Source: an optimization exercise on an open RTL-to-GDS flow (aim: small area). Production flows keep margins and buffers that such runs may drop. The RTL was checked by simulation tests, not by an equivalence proof against the original design. Power is estimated from default activity; no workload was simulated.

**flow/run.sh**
```bash
#!/bin/bash
# synth_recipe.tcl (not shown) runs the flow's synth.tcl, then flattens the netlist and writes it again
# the make line also repeats each setting of config.mk as NAME=value (left out here)
make -C /OpenROAD-flow-scripts/flow DESIGN_CONFIG=/design/flow/config.mk WORK_HOME=/design/flow/orfs CLKGATE_MAP_FILE= SYNTH_SCRIPT=/design/flow/synth_recipe.tcl finish
```
**flow/config.mk**
```make
export PLATFORM = sky130hd
export DESIGN_NAME = rvsteel_gptimer
export DESIGN_NICKNAME = rvsteel_gptimer
export VERILOG_FILES = /design/flow/design.v
export SDC_FILE = /design/flow/constraint.sdc
export NUM_CORES = 4
export LEC_CHECK = 0
export CAP_MARGIN = 20
export CORE_MARGIN = 2
export CORE_UTILIZATION = 40
export SLEW_MARGIN = 20
```
**flow/constraint.sdc**
```tcl
create_clock -name core_clock -period 5.5 [get_ports {clock}]
set_input_delay 1.1000 -clock core_clock [delete_from_list [all_inputs] [get_ports {clock}]]
set_output_delay 1.1000 -clock core_clock [all_outputs]
set_load 0.01 [all_outputs]
```
**flow/design.v**
```verilog
package rvsteel_gptimer_pkg;
    localparam logic [63:0] CMP_RESET = '1;
endpackage
module rvsteel_gptimer_inc
#(
    parameter int W = 32,
    parameter int B = 16
) (
    input  logic [W-1:0] a,
    input  logic         ci,
    output logic [W-1:0] s
);
    logic [W:0] c;
    for (genvar i = 0; i < W; i++) begin : g_bit
        if (i % B == 0) begin : g_blk
            assign c[i] = ci & (&a[i-1+(i==0):0] | (i == 0));
        end
        assign s[i] = a[i] ^ c[i];
        if ((i + 1) % B != 0) begin : g_rip
            assign c[i+1] = a[i] & c[i];
        end
    end
endmodule
module rvsteel_gptimer_add32
(
    input  logic [31:0] a,
    input  logic [31:0] b,
    output logic [31:0] s,
    output logic        co
);
    logic [31:0] g0, p0;
    logic [31:0] G, P;
    assign g0 = a & b;
    assign p0 = a ^ b;
    always_comb begin
        G = g0;
        P = p0;
        for (int d = 1; d < 32; d = d * 2)
            for (int i = 2 * d - 1; i < 32; i = i + 2 * d) begin
                G[i] = G[i] | (P[i] & G[i-d]);
                P[i] = P[i] & P[i-d];
            end
        for (int d = 8; d >= 1; d = d / 2)
            for (int i = 3 * d - 1; i < 32; i = i + 2 * d) begin
                G[i] = G[i] | (P[i] & G[i-d]);
                P[i] = P[i] & P[i-d];
            end
    end
    assign s  = p0 ^ {G[30:0], 1'b0};
    assign co = G[31];
endmodule
module rvsteel_gptimer_ge64
(
    input  logic [63:0] a,
    input  logic [63:0] b,
    output logic        ge
);
    logic [63:0] G, P;
    always_comb begin
        G = a & ~b;
        P = a | ~b;
        G[0] = P[0];           
        for (int d = 1; d < 64; d = d * 2)
            for (int i = 2 * d - 1; i < 64; i = i + 2 * d) begin
                G[i] = G[i] | (P[i] & G[i-d]);
                P[i] = P[i] & P[i-d];
            end
    end
    assign ge = G[63];
endmodule
module rvsteel_gptimer_channel
(
    input  logic        clock,
    input  logic        reset,
    input  logic [63:0] mtime,
    input  logic [31:0] write_data,
    input  logic        wr_cmpl,
    input  logic        wr_cmph,
    input  logic        wr_period,
    input  logic        wr_ccr,
    output logic [63:0] cmp,
    output logic [31:0] period,
    output logic [1:0]  ccr,
    output logic        match
);
    logic        ge;
    logic        reload;
    logic [31:0] sum_lo;
    logic        c32;
    logic [31:0] inc_hi;
    rvsteel_gptimer_ge64 u_ge (.a(mtime), .b(cmp), .ge(ge));
    rvsteel_gptimer_add32 u_add (.a(cmp[31:0]), .b(period), .s(sum_lo), .co(c32));
    rvsteel_gptimer_inc #(.W(32), .B(16)) u_inc (.a(cmp[63:32]), .ci(1'b1), .s(inc_hi));
    assign match  = ccr[0] && ge && !(wr_cmpl || wr_cmph);
    assign reload = match && ccr[1];
    always_ff @(posedge clock or posedge reset) begin
        if (reset) begin
            cmp    <= rvsteel_gptimer_pkg::CMP_RESET;
            period <= '0;
            ccr    <= '0;
        end else begin
            if (wr_cmpl) cmp[31:0] <= write_data;
            else if (reload) cmp[31:0] <= sum_lo;
            if (wr_cmph) cmp[63:32] <= write_data;
            else if (reload && c32) cmp[63:32] <= inc_hi;
            if (wr_period) period <= write_data;
            if (wr_ccr) ccr <= write_data[1:0];
        end
    end
endmodule
module rvsteel_gptimer
#(
    parameter int NUM_CHANNELS    = 4,
    parameter int PRESCALER_WIDTH = 16
) (
    input  logic        clock,
    input  logic        reset,
    input  logic [7:0]  rw_address,
    input  logic        read_request,
    input  logic [31:0] write_data,
    input  logic [3:0]  write_strobe,
    input  logic        write_request,
    output logic [31:0] read_data,
    output logic        read_response,
    output logic        write_response,
    output logic [3:0]  irq
);
    logic        cr_en;
    logic [15:0] prescale;
    logic [15:0] presc_cnt;
    logic [15:0] presc_inc;
    logic [63:0] mtime;
    logic [63:0] mtime_ticked;
    logic [3:0]  status;
    logic [3:0]  ie;
    logic [3:0]  match;
    logic [63:0] cmp    [4];
    logic [31:0] period [4];
    logic [1:0]  ccr    [4];
    logic        aligned, wr_ok;
    logic        glb, chs;
    logic [1:0]  ch;
    logic [2:0]  gi;
    logic [1:0]  cr;
    logic        clr, tick;
    logic [31:0] rd_mux;
    logic [3:0]  w1c;
    assign aligned = rw_address[1:0] == 2'b00;
    assign wr_ok   = write_request && aligned && (write_strobe == 4'hF);
    assign glb     = rw_address[7:5] == 3'b000;                          
    assign chs     = !rw_address[7] && (rw_address[6] ^ rw_address[5]);  
    assign ch      = {rw_address[6], rw_address[4]};
    assign gi      = rw_address[4:2];
    assign cr      = rw_address[3:2];
    logic wr_cr, wr_prescale, wr_mtimel, wr_mtimeh, wr_status, wr_ie;
    assign wr_cr       = wr_ok && glb && gi == 3'd0;
    assign wr_prescale = wr_ok && glb && gi == 3'd1;
    assign wr_mtimel   = wr_ok && glb && gi == 3'd2;
    assign wr_mtimeh   = wr_ok && glb && gi == 3'd3;
    assign wr_status   = wr_ok && glb && gi == 3'd4;
    assign wr_ie       = wr_ok && glb && gi == 3'd5;
    assign clr  = wr_cr && write_data[1];
    assign tick = cr_en && (presc_cnt == prescale);
    assign w1c  = wr_status ? write_data[3:0] : 4'b0;
    rvsteel_gptimer_inc #(.W(64), .B(16)) u_mtime_inc (.a(mtime), .ci(tick), .s(mtime_ticked));
    rvsteel_gptimer_inc #(.W(16), .B(16)) u_presc_inc (.a(presc_cnt), .ci(1'b1), .s(presc_inc));
    always_comb begin
        rd_mux = '0;
        if (aligned) begin
            if (glb) begin
                case (gi)
                    3'd0: rd_mux[0] = cr_en;
                    3'd1: rd_mux[15:0] = prescale;
                    3'd2: rd_mux = mtime[31:0];
                    3'd3: rd_mux = mtime[63:32];
                    3'd4: rd_mux[3:0] = status;
                    3'd5: rd_mux[3:0] = ie;
                    default: ;
                endcase
            end
            if (chs) begin
                case (cr)
                    2'd0: rd_mux = cmp[ch][31:0];
                    2'd1: rd_mux = cmp[ch][63:32];
                    2'd2: rd_mux = period[ch];
                    2'd3: rd_mux[1:0] = ccr[ch];
                endcase
            end
        end
    end
    always_ff @(posedge clock) read_data <= rd_mux;
    always_ff @(posedge clock or posedge reset) begin
        if (reset) begin
            read_response  <= 1'b0;
            write_response <= 1'b0;
            cr_en          <= 1'b0;
            prescale       <= '0;
            presc_cnt      <= '0;
            mtime          <= '0;
            status         <= '0;
            ie             <= '0;
            irq            <= '0;
        end else begin
            read_response  <= read_request;
            write_response <= write_request;
            if (wr_cr) cr_en <= write_data[0];
            if (wr_prescale) prescale <= write_data[15:0];
            if (clr) begin
                presc_cnt <= '0;
                mtime     <= '0;
            end else begin
                if (tick) presc_cnt <= '0;
                else if (cr_en) presc_cnt <= presc_inc;
                mtime <= mtime_ticked;
                if (wr_mtimel) mtime[31:0] <= write_data;
                if (wr_mtimeh) mtime[63:32] <= write_data;
            end
            status <= (status & ~w1c) | match;
            if (wr_ie) ie <= write_data[3:0];
            irq <= status & ie;
        end
    end
    for (genvar n = 0; n < 4; n++) begin : g_ch
        logic sel;
        assign sel = wr_ok && chs && (ch == 2'(n));
        rvsteel_gptimer_channel u_channel (
            .clock      (clock),
            .reset      (reset),
            .mtime      (mtime),
            .write_data (write_data),
            .wr_cmpl    (sel && cr == 2'd0),
            .wr_cmph    (sel && cr == 2'd1),
            .wr_period  (sel && cr == 2'd2),
            .wr_ccr     (sel && cr == 2'd3),
            .cmp        (cmp[n]),
            .period     (period[n]),
            .ccr        (ccr[n]),
            .match      (match[n])
        );
    end
endmodule
```
==> summary.json, run 1 <==
{
  "outcome": {
    "run_status": "no timing/DRC/antenna violations"
  },
  "synthesis": {
    "synth-seq-area-share_pct": 35.2,
    "yosys.area_share.simple_pct": 13.3,
    "top_ff_cell_synth": "sky130_fd_sc_hd__dfstp_2",
    "synth_adder_area_share_pct": 14.7,
    "synth_area_in_xor_xnor_pct": 1.93,
    "synth.most_common_cell": "sky130_fd_sc_hd__nand2_1",
    "complex_gate_fraction_of_the_synthesized_area_pct": 15.6,
    "mappedNetlistNets": 4338,
    "synthCells": 3909,
    "synth-edff-count": 0,
    "synth.ff_latch_count": 535,
    "synth_async_sr_flop_share_pct": 94.0,
    "synth_top_family_by_area": "compound AO/OA/AOI/OAI gates",
    "synth_top_cell_area_share_pct": 17.5,
    "post_synth_num_cell_types": 72,
    "synth_warnings": 7,
    "netlist_top_cells_area": "sky130_fd_sc_hd__dfstp_2 17%, sky130_fd_sc_hd__dfrtp_1 16%, sky130_fd_sc_hd__ha_1 10%",
    "synthMuxAreaShare_pct": 15.5,
    "post-synth-top-area-cell": "sky130_fd_sc_hd__dfstp_2",
    "synth.cells.most_frequent": "412 x sky130_fd_sc_hd__nand2_1, 317 x sky130_fd_sc_hd__ha_1, 293 x sky130_fd_sc_hd__nor2_1, 256 x sky130_fd_sc_hd__dfstp_2, 253 x sky130_fd_sc_hd__o21ai_0",
    "syn_area_per_cell_um2": 9.86,
    "syn-cell-area_mm2": 0.0385
  },
  "worst_setup_path": {
    "critical_path_peak_fanout": 4,
    "worstPathRequired_ns": 5.98,
    "critPathKind": "reg -> reg",
    "timing.critical_path.arrival_ns": 5.40,
    "critical_path.endpoint_type": "register",
    "critPathLaunchType": "register"
  },
  "timing": {
    "maxSlewViolCount": 0,
    "clock_skew_ns": 0.0315,
    "final.min_clock_period_ns": 4.92,
    "final_sum_of_negative_setup_slack_ns": 0,
    "postLayoutSetupSlackWorst_ns": 0.578,
    "achievable-frequency_ghz": 0.203,
    "finalCritPeriodShare_pct": 89.5,
    "maxSlewHeadroom_pct": 13.8,
    "worst-slew-pin-transition_ns": 1.29,
    "final-setup-viol-count": 0,
    "finalHoldViolations": 0,
    "setup_repair_after_global_routing_missed_its_margin": "no"
  },
  "cts": {
    "worstSkewPairLatency_ns": 0.64,
    "cts_tree": "built",
    "postCtsResizedCells": 0,
    "numCtsBuffers": 68,
    "tritoncts_num_sinks": 535,
    "post-cts-setup-buffer-count": 0,
    "cts_buffer_depth": 3,
    "cts.hold.buffers_added": 0,
    "cts.htree.levels": 3,
    "clock_tree.root_cell": "sky130_fd_sc_hd__clkbuf_16",
    "path_clk_slew_ns": 0.06
  },
  "place": {
    "port_buffers": 85,
    "place_ws_ns": 0.766,
    "detailed_place_hpwl_um": 100000,
    "place.detailed.instances": 5136,
    "placed_cell_area_mm2": 0.0411,
    "place.gp.congestion": 0.975
  },
  "run": {
    "max_cap_violations": 0
  },
  "floorplan": {
    "floorplan.die_area_mm2": 0.0988,
    "design.core.area_mm2": 0.0952,
    "rows": 113,
    "design.portCount": 86,
    "die_y_um": 314,
    "initial_utilization_pct": 40.5,
    "die_w_um": 314
  },
  "power": {
    "power.switching_uw": 2330,
    "ir_worst_vdd_uv": 216,
    "power.clock.fraction_pct": 50.5,
    "p_int_uw": 6990,
    "seq_power_share_pct": 43.2,
    "share_comb_of_total_power_pct": 6.3,
    "power.density_cell_area_mw_per_mm2": 215,
    "static-leakage-power_uw": 0.0197,
    "switching_share_pct": 25.0
  },
  "global_route": {
    "grt_usage_pct": 27.4,
    "antenna_found_initial": 3,
    "grt_overflow_total": 0,
    "vias_in_the_first_global_route": 30800,
    "grt_pass1_wl_um": 205000,
    "grt_start_max_net_pins": 128
  },
  "finish": {
    "total_area_of_multi_input_combinational_cells_mm2": 0.0236,
    "final_net_count": 4370,
    "final_area_mm2": 0.0434,
    "post_route_cells_drive_above_1_share_pct": 19.4,
    "flow.area_growth_from_synthesis_pct": 12.7,
    "layout.cells.non_filler": 5261,
    "ff_latch_area_mm2": 0.0135,
    "fill_cells": 9062
  },
  "routing": {
    "antenna_violating_nets_post_route": 0,
    "detail_route.first_pass.iterations": 6,
    "drt-initial-drc-count": 3060,
    "post_drt_via_cell_ratio": 6.03,
    "count_of_vias_placed_by_the_detailed_router": 31700,
    "routed_wirelength_normalized_by_instance_count_um": 25.7,
    "drc": 0,
    "wl_um": 135000
  },
  "hold_path": {
    "hold_class": "reg -> reg"
  }
}
## worst max-delay path, cell delays in order, from the launching register on
cell and delay, ns:
sky130_fd_sc_hd__dfrtp_1 0.40, sky130_fd_sc_hd__xor2_1 0.17, sky130_fd_sc_hd__nor4_1 0.37, sky130_fd_sc_hd__nand4_1 0.19, sky130_fd_sc_hd__nor3_1 0.42, sky130_fd_sc_hd__and3_1 0.26
sky130_fd_sc_hd__and2_1 0.24, sky130_fd_sc_hd__ha_1 0.19, sky130_fd_sc_hd__ha_1 0.16, sky130_fd_sc_hd__ha_1 0.15, sky130_fd_sc_hd__ha_1 0.16, sky130_fd_sc_hd__ha_1 0.15
sky130_fd_sc_hd__ha_1 0.15, sky130_fd_sc_hd__ha_1 0.15, sky130_fd_sc_hd__ha_1 0.19, sky130_fd_sc_hd__ha_1 0.18, sky130_fd_sc_hd__ha_1 0.16, sky130_fd_sc_hd__ha_1 0.14
sky130_fd_sc_hd__ha_1 0.14, sky130_fd_sc_hd__ha_1 0.14, sky130_fd_sc_hd__ha_1 0.14, sky130_fd_sc_hd__ha_1 0.15, sky130_fd_sc_hd__xnor2_1 0.11, sky130_fd_sc_hd__nor2_1 0.05
sky130_fd_sc_hd__a21oi_1 0.15, sky130_fd_sc_hd__nor2_1 0.06
## layout make-up
type | instances | share of cell area [%]
multi-input combinational | 2987 | 54.4
timing repair buffer | 182 | 3.95
clock buffer | 103 | 4.75
inverter | 167 | 1.45
antenna | 1 | 0.00577
tap | 1265 | 3.65
sequential | 535 | 31.2
clock inverter | 21 | 0.562
## layer usage
layer	global-route usage [%]	routed length [um]	vias to the layer above
met1	37.5	58300	15900
met2	43.0	61300	1226
met5	0	24	-
li1	-	-	14400
met4	10.9	5970	4
met3	4.94	9630	271
## registers in the layout, summed over array words and instances (netlist names)
name and cells:
status 4, read_response 1, g_ch.u_channel.ccr 8, read_data 32, irq 4, ie 4
mtime 64, write_response 1, cr_en 1, g_ch.u_channel.cmp 256, presc_cnt 16, prescale 16
g_ch.u_channel.period 128
## placed cells by master, fill, tap and decap left out, types with 48 or more instances in the layout
master / count
sky130_fd_sc_hd__a21oi_1: 155
sky130_fd_sc_hd__nor2b_1: 85
sky130_fd_sc_hd__fa_1: 64
sky130_fd_sc_hd__nand3_1: 48
sky130_fd_sc_hd__buf_4: 87
sky130_fd_sc_hd__clkbuf_16: 75
sky130_fd_sc_hd__dfrtp_1: 247
sky130_fd_sc_hd__a31oi_1: 73
sky130_fd_sc_hd__o22ai_1: 49
sky130_fd_sc_hd__clkdlybuf4s50_1: 81
sky130_fd_sc_hd__a21o_1: 67
sky130_fd_sc_hd__mux2_2: 173
sky130_fd_sc_hd__inv_1: 163
sky130_fd_sc_hd__a22o_1: 51
sky130_fd_sc_hd__mux2i_1: 193
sky130_fd_sc_hd__mux4_2: 93
sky130_fd_sc_hd__xnor2_1: 69
sky130_fd_sc_hd__ha_1: 317
sky130_fd_sc_hd__dfstp_2: 256
sky130_fd_sc_hd__nand2_1: 405
sky130_fd_sc_hd__nor2_1: 290
sky130_fd_sc_hd__nand2b_1: 105
sky130_fd_sc_hd__o21ai_0: 253
## power by group through the flow
| stage | sequential [uW] | clock (uW) | combinational [uW] |
|---|---|---|---|
| after floorplan | 4070 | 0 | 320 |
| after CTS | 4020 | 4800 | 585 |
| after detailed placement | 4090 | 0 | 583 |
| after global routing | 4030 | 4950 | 624 |
| after global placement | 4090 | 0 | 580 |
| final | 4020 | 4710 | 587 |
## cell families after synthesis
group / Yosys count
AND/OR/NAND/NOR: 1109
flip-flops: 535
multiplexers: 459
AO/OA/AOI/OAI: 912
buffers and inverters: 387
XOR/XNOR: 85
adder cells (fa/ha/maj): 422
## path summary, 6_finish.rpt
path | from | endpoint | slack [ns] | cells past startpoint
min in group asynchronous | reset | g_ch[1].u_channel.period[7] | 0.96 | 2
max | prescale[3] | mtime[63] | 0.58 | 25
max reg2reg | prescale[3] | mtime[63] | 0.58 | 25
min reg2reg | presc_cnt[15] | presc_cnt[15] | 0.51 | 1
min | presc_cnt[15] | presc_cnt[15] | 0.51 | 1
max in group asynchronous | reset | g_ch[1].u_channel.cmp[56] | 3.30 | 4
## stage by stage
step                      power, uW  util [%]  hold slack, ns
after global placement         4670      43.2           0.488
after detailed placement       4670      43.2           0.497
after global routing           9600      45.6           0.535
after floorplan                4390         -           0.457
after CTS                      9410      45.6           0.510
final                          9320      45.6           0.508
==> run 2: changes to the inputs <==
==> flow/flow/run.sh (new file) <==
#!/bin/bash
# Layout flow: the standard ORFS flow (standard.sh, unchanged synthesis)
# with a lighter clock tree -- clkbuf_8 buffers, sink clusters of up to 16
# flip-flops, no dummy loads -- and minimum-size port buffers.
# The make output goes to flow_make.log; each ORFS step logs under orfs/logs.
set -euo pipefail
CTS="-sink_clustering_enable -repair_clock_nets -dont_use_dummy_load"
CTS="$CTS -buf_list {sky130_fd_sc_hd__clkbuf_8}"
CTS="$CTS -sink_clustering_size 16 -sink_clustering_max_diameter 60"
bash standard.sh CTS_ARGS="$CTS" \
    BUFFER_PORTS_ARGS="-buffer_cell sky130_fd_sc_hd__buf_1" \
    finish > flow_make.log 2>&1
==> flow/standard.sh (new file) <==
#!/bin/bash
# synth_recipe.tcl (not shown) runs the flow's synth.tcl, then flattens the netlist and writes it again
# the make line also repeats each setting of config.mk as NAME=value (left out here)
make -C /OpenROAD-flow-scripts/flow DESIGN_CONFIG=/design/flow/config.mk WORK_HOME=/design/flow/orfs CLKGATE_MAP_FILE= SYNTH_SCRIPT=/design/flow/synth_recipe.tcl "${@:-finish}"
removed: flow/run.sh
==> run 2 against run 1 <==
Synthesized cell count unchanged. Highest routed layer unchanged. Combinational power decreased by 4.9%. Global-route usage decreased by 0.30 points. Power decreased by 24%. Die area unchanged. Clock skew increased by 0.054 ns. Largest cell class unchanged. Non-clock buffer count decreased by 24. Register-to-register slack about the same. Final cell count decreased by 1.6%. Final area decreased by 5.0%. Fmax about the same. Worst hold slack got worse by 0.035 ns. Largest power group is now registers.
==> summary.json, run 2 <==
{
  "outcome": {
    "run_status": "no timing/DRC/antenna violations"
  },
  "cts": {
    "cts.htree.levels": 2,
    "numCtsBuffers": 61,
    "path_clk_slew_ns": 0.10,
    "tritoncts_num_sinks": 535,
    "clock_tree.root_cell": "sky130_fd_sc_hd__clkbuf_8",
    "postCtsResizedCells": 0,
    "cts.hold.buffers_added": 0,
    "post-cts-setup-buffer-count": 0,
    "worstSkewPairLatency_ns": 0.76,
    "cts_tree": "built",
    "cts_buffer_depth": 3
  },
  "timing": {
    "maxSlewViolCount": 0,
    "worst-slew-pin-transition_ns": 1.20,
    "maxSlewHeadroom_pct": 20.1,
    "final.min_clock_period_ns": 4.92,
    "finalHoldViolations": 0,
    "final_sum_of_negative_setup_slack_ns": 0,
    "setup_repair_after_global_routing_missed_its_margin": "no",
    "finalCritPeriodShare_pct": 89.5,
    "final-setup-viol-count": 0,
    "achievable-frequency_ghz": 0.203,
    "clock_skew_ns": 0.0851
  },
  "hold_path": {
    "min-delay-start": "write_request",
    "hold_class": "in -> reg"
  },
  "routing": {
    "post_drt_via_cell_ratio": 6.08,
    "drt-initial-drc-count": 3338,
    "count_of_vias_placed_by_the_detailed_router": 31500,
    "detail_route.first_pass.iterations": 7,
    "antenna_violating_nets_post_route": 0,
    "wl_um": 135000,
    "drc": 0,
    "routed_wirelength_normalized_by_instance_count_um": 26.1
  },
  "power": {
    "static-leakage-power_uw": 0.0187,
    "ir_worst_vdd_uv": 147,
    "power.density_cell_area_mw_per_mm2": 171
  },
  "global_route": {
    "grt_pass1_wl_um": 203000,
    "antenna_found_initial": 6,
    "vias_in_the_first_global_route": 30400,
    "grt_start_max_net_pins": 125,
    "grt_overflow_total": 0,
    "grt_usage_pct": 27.1
  },
  "synthesis": {
    "synth-edff-count": 0,
    "synth_top_family_by_area": "compound AO/OA/AOI/OAI gates",
    "synth-seq-area-share_pct": 35.2,
    "post-synth-top-area-cell": "sky130_fd_sc_hd__dfstp_2",
    "synthMuxAreaShare_pct": 15.5,
    "synth.most_common_cell": "sky130_fd_sc_hd__nand2_1",
    "synth.ff_latch_count": 535,
    "synth_warnings": 7,
    "top_ff_cell_synth": "sky130_fd_sc_hd__dfstp_2",
    "post_synth_num_cell_types": 72,
    "synth_area_in_xor_xnor_pct": 1.93,
    "syn-cell-area_mm2": 0.0385,
    "netlist_top_cells_area": "sky130_fd_sc_hd__dfstp_2 17%, sky130_fd_sc_hd__dfrtp_1 16%, sky130_fd_sc_hd__ha_1 10%",
    "synth_top_cell_area_share_pct": 17.5,
    "synth_adder_area_share_pct": 14.7,
    "syn_area_per_cell_um2": 9.86,
    "synth_async_sr_flop_share_pct": 94.0,
    "synthCells": 3909,
    "complex_gate_fraction_of_the_synthesized_area_pct": 15.6,
    "mappedNetlistNets": 4338,
    "yosys.area_share.simple_pct": 13.3,
    "synth.cells.most_frequent": "412 x sky130_fd_sc_hd__nand2_1, 317 x sky130_fd_sc_hd__ha_1, 293 x sky130_fd_sc_hd__nor2_1, 256 x sky130_fd_sc_hd__dfstp_2, 253 x sky130_fd_sc_hd__o21ai_0"
  },
  "worst_setup_path": {
    "crit_path_top_delay_cell": "sky130_fd_sc_hd__a222oi_1",
    "worst_reg2reg_path_length_in_cells": 10,
    "critical_path_peak_fanout": 54,
    "timing.critical_path.slowest_cell_delay_ns": 0.83,
    "timing.critical_path.arrival_ns": 5.58,
    "critPathKind": "reg -> reg",
    "worstPathRequired_ns": 6.15,
    "crit_chain": "inv_1 -> a222oi_1 -> nand3_1 -> or3_1 -> a311oi_1 -> nor4bb_1 -> a21oi_4 -> buf_4 -> a21oi_1 -> mux2_2",
    "critPathLaunchType": "register",
    "worstSetupEndpoint": "g_ch[3].u_channel.cmp[1]",
    "ff2ff_setup_slack_ns": 0.58,
    "timing.rr.end": "g_ch[3].u_channel.cmp[1]",
    "critical_path.endpoint_type": "register",
    "timing.critical_path.from": "mtime[62]",
    "timing.rr.start": "mtime[62]"
  },
  "floorplan": {
    "floorplan.die_area_mm2": 0.0988,
    "design.portCount": 86,
    "design.core.area_mm2": 0.0952,
    "initial_utilization_pct": 40.5,
    "die_y_um": 314,
    "die_w_um": 314,
    "rows": 113
  },
  "finish": {
    "ff_latch_area_mm2": 0.0135,
    "layout.cells.non_filler": 5177,
    "largest-register": "g_ch.u_channel.cmp",
    "reg_top3": "g_ch.u_channel.cmp (256), g_ch.u_channel.period (128), mtime (64)",
    "total_area_of_multi_input_combinational_cells_mm2": 0.0236,
    "mostFrequentLayoutCells": "405 x sky130_fd_sc_hd__nand2_1, 317 x sky130_fd_sc_hd__ha_1, 289 x sky130_fd_sc_hd__nor2_1",
    "final_net_count": 4339,
    "number_of_flip_flops_in_the_largest_register": 256,
    "flow.area_growth_from_synthesis_pct": 7.04,
    "layout.cells.most_common": "sky130_fd_sc_hd__nand2_1",
    "fill_cells": 9197,
    "post_route_cells_drive_above_1_share_pct": 18.2
  },
  "place": {
    "place.detailed.instances": 5112,
    "detailed_place_hpwl_um": 99300,
    "place.gp.congestion": 0.972,
    "port_buffers": 85
  },
  "run": {
    "max_cap_violations": 0
  }
}
## run 2: worst min-delay path by stage
stage | end | slack, ns | cells past startpoint
after floorplan | status[0] | 0.46 | 2
after global placement | g_ch[1].u_channel.period[1] | 0.49 | 1
after detailed placement | status[0] | 0.49 | 2
after CTS | read_response | 0.43 | 1
after global routing | read_response | 0.46 | 1
final | write_response | 0.47 | 1
## run 2: kinds of logic after synthesis
| family | count (synthesis) |
|---|---|
| compound gates | 912 |
| xor+xnor | 85 |
| fa+ha+maj | 422 |
| buf+inv | 387 |
| flops | 535 |
| mux | 459 |
| simple gates | 1109 |
## run 2: worst max-delay path: cells and delay by family (launching register included)
kind | cells | cell delay [ns]
AO/OA/AOI/OAI | 4 | 1.87
multiplexers | 1 | 0.28
AND/OR/NAND/NOR | 3 | 1.32
buffers and inverters | 2 | 0.74
flip-flops | 1 | 0.52
## run 2: power breakdown
part	switching (uW)	internal (uW)
sequential	46.3	3980
clock	1500	975
combinational	401	157
## run 2: final cells by class
type | instances | share of cell area (%)
timing repair buffer | 158 | 2.42
multi-input combinational | 2987 | 57.3
antenna | 4 | 0.0243
inverter | 167 | 1.53
clock buffer | 61 | 2.04
tap | 1265 | 3.84
sequential | 535 | 32.9
## run 2: layer usage
metal	global-route usage (%)	vias up	wire length, um
met5	0	-	31
met1	37.1	15800	58200
met3	5.11	241	10100
li1	-	14200	-
met4	10.2	6	5520
met2	42.6	1213	61100
## run 2: through the flow
stage / hold WS, ns / cell area (um2) / setup WS (ns) / utilization [%] / power [uW]
final: 0.472 / 41200 / 0.578 / 43.3 / 7060
after CTS: 0.433 / 41200 / 0.675 / 43.3 / 7120
after global routing: 0.461 / 41200 / 0.255 / 43.3 / 7300
after global placement: 0.488 / 40400 / 0.730 / 42.4 / 4640
after floorplan: 0.457 / 38500 / -2.22 / - / 4390
after detailed placement: 0.488 / 40400 / 0.757 / 42.4 / 4640

[port drivers added, routing unchanged]
The results above use ideal ports. As a check the final layouts listed here were re-extracted and re-timed, cells and wires unchanged. Step 1: set_driving_cell puts a clkbuf_16 on clock and a buf_2 on each other input, an assumption about the parent block. Step 2 also shifts input and output timing later by t, the mid clock arrival at the registers, as if the neighbouring blocks saw the same clock. a / b / c = ideal ports / drivers / drivers and shift; a / b = the first two.
run | shift t [ns] | slack for setup (ns) | worst setup path at the end
run 1 | 0.691 | 0.578 / 0.578 / 0.578 | register to register
run 2 | 0.786 | 0.578 / 0.578 / 0.578 | register to register
After both steps every run listed still meets setup and hold.
